What follows belongs to an exercise in optimizing a design on an open flow for a short achievable clock period and few clock cycles per item; a production flow would make more cautious choices. RTL that was checked went through simulation tests only; none was proved equivalent to the original. Power and IR drop assume default switching activity.

Design dns_relay_query_id_table_unit, start of the top module:
module dns_relay_query_id_table_unit #(
    parameter int TABLE_DEPTH = 8
) (
    input  logic        aclk,
    input  logic        aresetn,
    input  logic        s_tvalid,
    output logic        s_tready,
    input  logic [95:0] s_tdata,
    input  logic [1:0]  s_tuser,
    output logic        m_tvalid,
    input  logic        m_tready,
    output logic [71:0] m_tdata,
    output logic [2:0]  m_tuser,
    input  logic        cfg_wr_en,
    input  logic        cfg_index,
    input  logic [15:0] cfg_wdata
);
Size in the first run: roughly 5300 cells after synthesis, roughly 200 I/O pins, ~74000 µm² of cells after synthesis.
Settings: LEC_CHECK=0, ABC_CLOCK_PERIOD_IN_PS=2500, CAP_MARGIN=20, CORE_MARGIN=2, CORE_UTILIZATION=55, CTS_CLUSTER_DIAMETER=60, CTS_CLUSTER_SIZE=25, SETUP_SLACK_MARGIN=4.8, SLEW_MARGIN=20; clock period 7.5 ns.
run.sh (not shown) runs the stock make flow with config.mk's settings and CLKGATE_MAP_FILE= SYNTH_SCRIPT=/design/flow/synth_recipe.tcl, a recipe that flattens the netlist after the stock synthesis.
Then changed:
--- a/flow/design.v
+++ b/flow/design.v
@@ -55,13 +55,13 @@
     input  logic [15:0] cfg_wdata
 );
     localparam int N      = TABLE_DEPTH;
     localparam int IDX_W  = $clog2(N);
     localparam int LIM_W  = dnsr_pkg::LIMIT_W;
     localparam int RM_W   = dnsr_pkg::REM_W;
-    localparam int CAP    = 5;
+    localparam int CAP    = 6;
     localparam int OBUF_N = CAP;
     localparam int OB_W   = $clog2(OBUF_N);
     localparam int RES_W  = 3 + RM_W + 16 + 32 + 16;
     function automatic logic [IDX_W:0] therm_count(input logic [N-1:0] t);
         logic [IDX_W:0] c;
         c = '0;
@@ -139,36 +139,55 @@
     logic           rdy_reg;
     logic [CAP-1:0] owed_t;        
     logic           in_res;
     logic           out_take;
     assign s_tready = rdy_reg;
     assign in_res   = s_tvalid && rdy_reg && (s_tuser != 2'd3);
+    logic        a_vld;
+    logic [1:0]  a_cmd;
+    logic [15:0] a_qid;
+    logic [31:0] a_addr;
+    logic [15:0] a_port;
+    logic [31:0] a_now;
+    logic [31:0] a_cs, a_cc;      
+    logic [31:0] in_now;
+    assign in_now = s_tdata[95:64];
+    always_ff @(posedge aclk) begin
+        if (!aresetn) begin
+            a_vld <= 1'b0;
+        end else begin
+            a_vld <= in_res;
+        end
+        a_cmd  <= s_tuser;
+        a_qid  <= s_tdata[15:0];
+        a_addr <= s_tdata[47:16];
+        a_port <= s_tdata[63:48];
+        a_now  <= in_now;
+        a_cs   <= in_now ^ nage_s ^ nage_c;
+        a_cc   <= {((in_now[30:0] & nage_s[30:0]) | (in_now[30:0] & nage_c[30:0]) |
+                    (nage_s[30:0] & nage_c[30:0])), 1'b0};
+    end
     logic        b_vld;
     logic [1:0]  b_cmd;
     logic [15:0] b_qid;
     logic [31:0] b_addr;
     logic [15:0] b_port;
     logic [31:0] b_now;
     logic [31:0] b_cutoff;
-    logic [31:0] in_now, in_cs, in_cc;
-    assign in_now = s_tdata[95:64];
-    assign in_cs  = in_now ^ nage_s ^ nage_c;
-    assign in_cc  = {((in_now[30:0] & nage_s[30:0]) | (in_now[30:0] & nage_c[30:0]) |
-                      (nage_s[30:0] & nage_c[30:0])), 1'b0};
     always_ff @(posedge aclk) begin
         if (!aresetn) begin
             b_vld <= 1'b0;
         end else begin
-            b_vld <= in_res;
+            b_vld <= a_vld;
         end
-        b_cmd    <= s_tuser;
-        b_qid    <= s_tdata[15:0];
-        b_addr   <= s_tdata[47:16];
-        b_port   <= s_tdata[63:48];
-        b_now    <= in_now;
-        b_cutoff <= add32(in_cs, in_cc);
+        b_cmd    <= a_cmd;
+        b_qid    <= a_qid;
+        b_addr   <= a_addr;
+        b_port   <= a_port;
+        b_now    <= a_now;
+        b_cutoff <= add32(a_cs, a_cc);
     end
     localparam int NP = N + 1;
     logic [15:0] t_cid   [NP];
     logic [31:0] t_addr  [NP];
     logic [15:0] t_port  [NP];
     logic [31:0] t_stamp [NP];
After rerunning: Setup slack improves by 0.57 ns. Die area rose by about 9%. Fmax rose by about 20%. Global-route usage fell by 0.92 points. Total power rose by about 5.5%. Count of clock-buffer cells in the layout rose by 12.
Testbench counts after the change, summed over its fixed seeds: cycles 2,440, items 2,400.
For the first run of this note, only the layout was checked, not whether the RTL still works.

what the ideal ports hide:
How much do the figures lean on ideal ports? The routed layouts below were timed once more, with nothing changed but the port constraints. Step 1 assumes that a clkbuf_16 drives the clock port and a buf_2 every other input. Step 2 moves the port delays by t, midway between the first and last clock arrival at a register: inputs arrive t later, outputs are due t later. That takes back most of the time a late clock gives input paths. Slacks: ideal / step 1 / step 2; pairs: ideal / step 1.
run	t (ns)	setup WS [ns]	latest minus earliest clock arrival (ns)	slew at the worst register clock pin (ns)	cell pins on the clock port's net
the first run	0.836	4.076 / 4.119 / 3.283	0.036 / 0.036	0.09 / 0.09	1
the second run	0.865	4.647 / 4.564 / 4.121	0.049 / 0.049	0.10 / 0.10	1
After both steps every run listed still meets setup and hold. For the first run, which loses most, drivers alone change the setup slack by +0.043 ns; drivers and shift together by -0.793 ns.
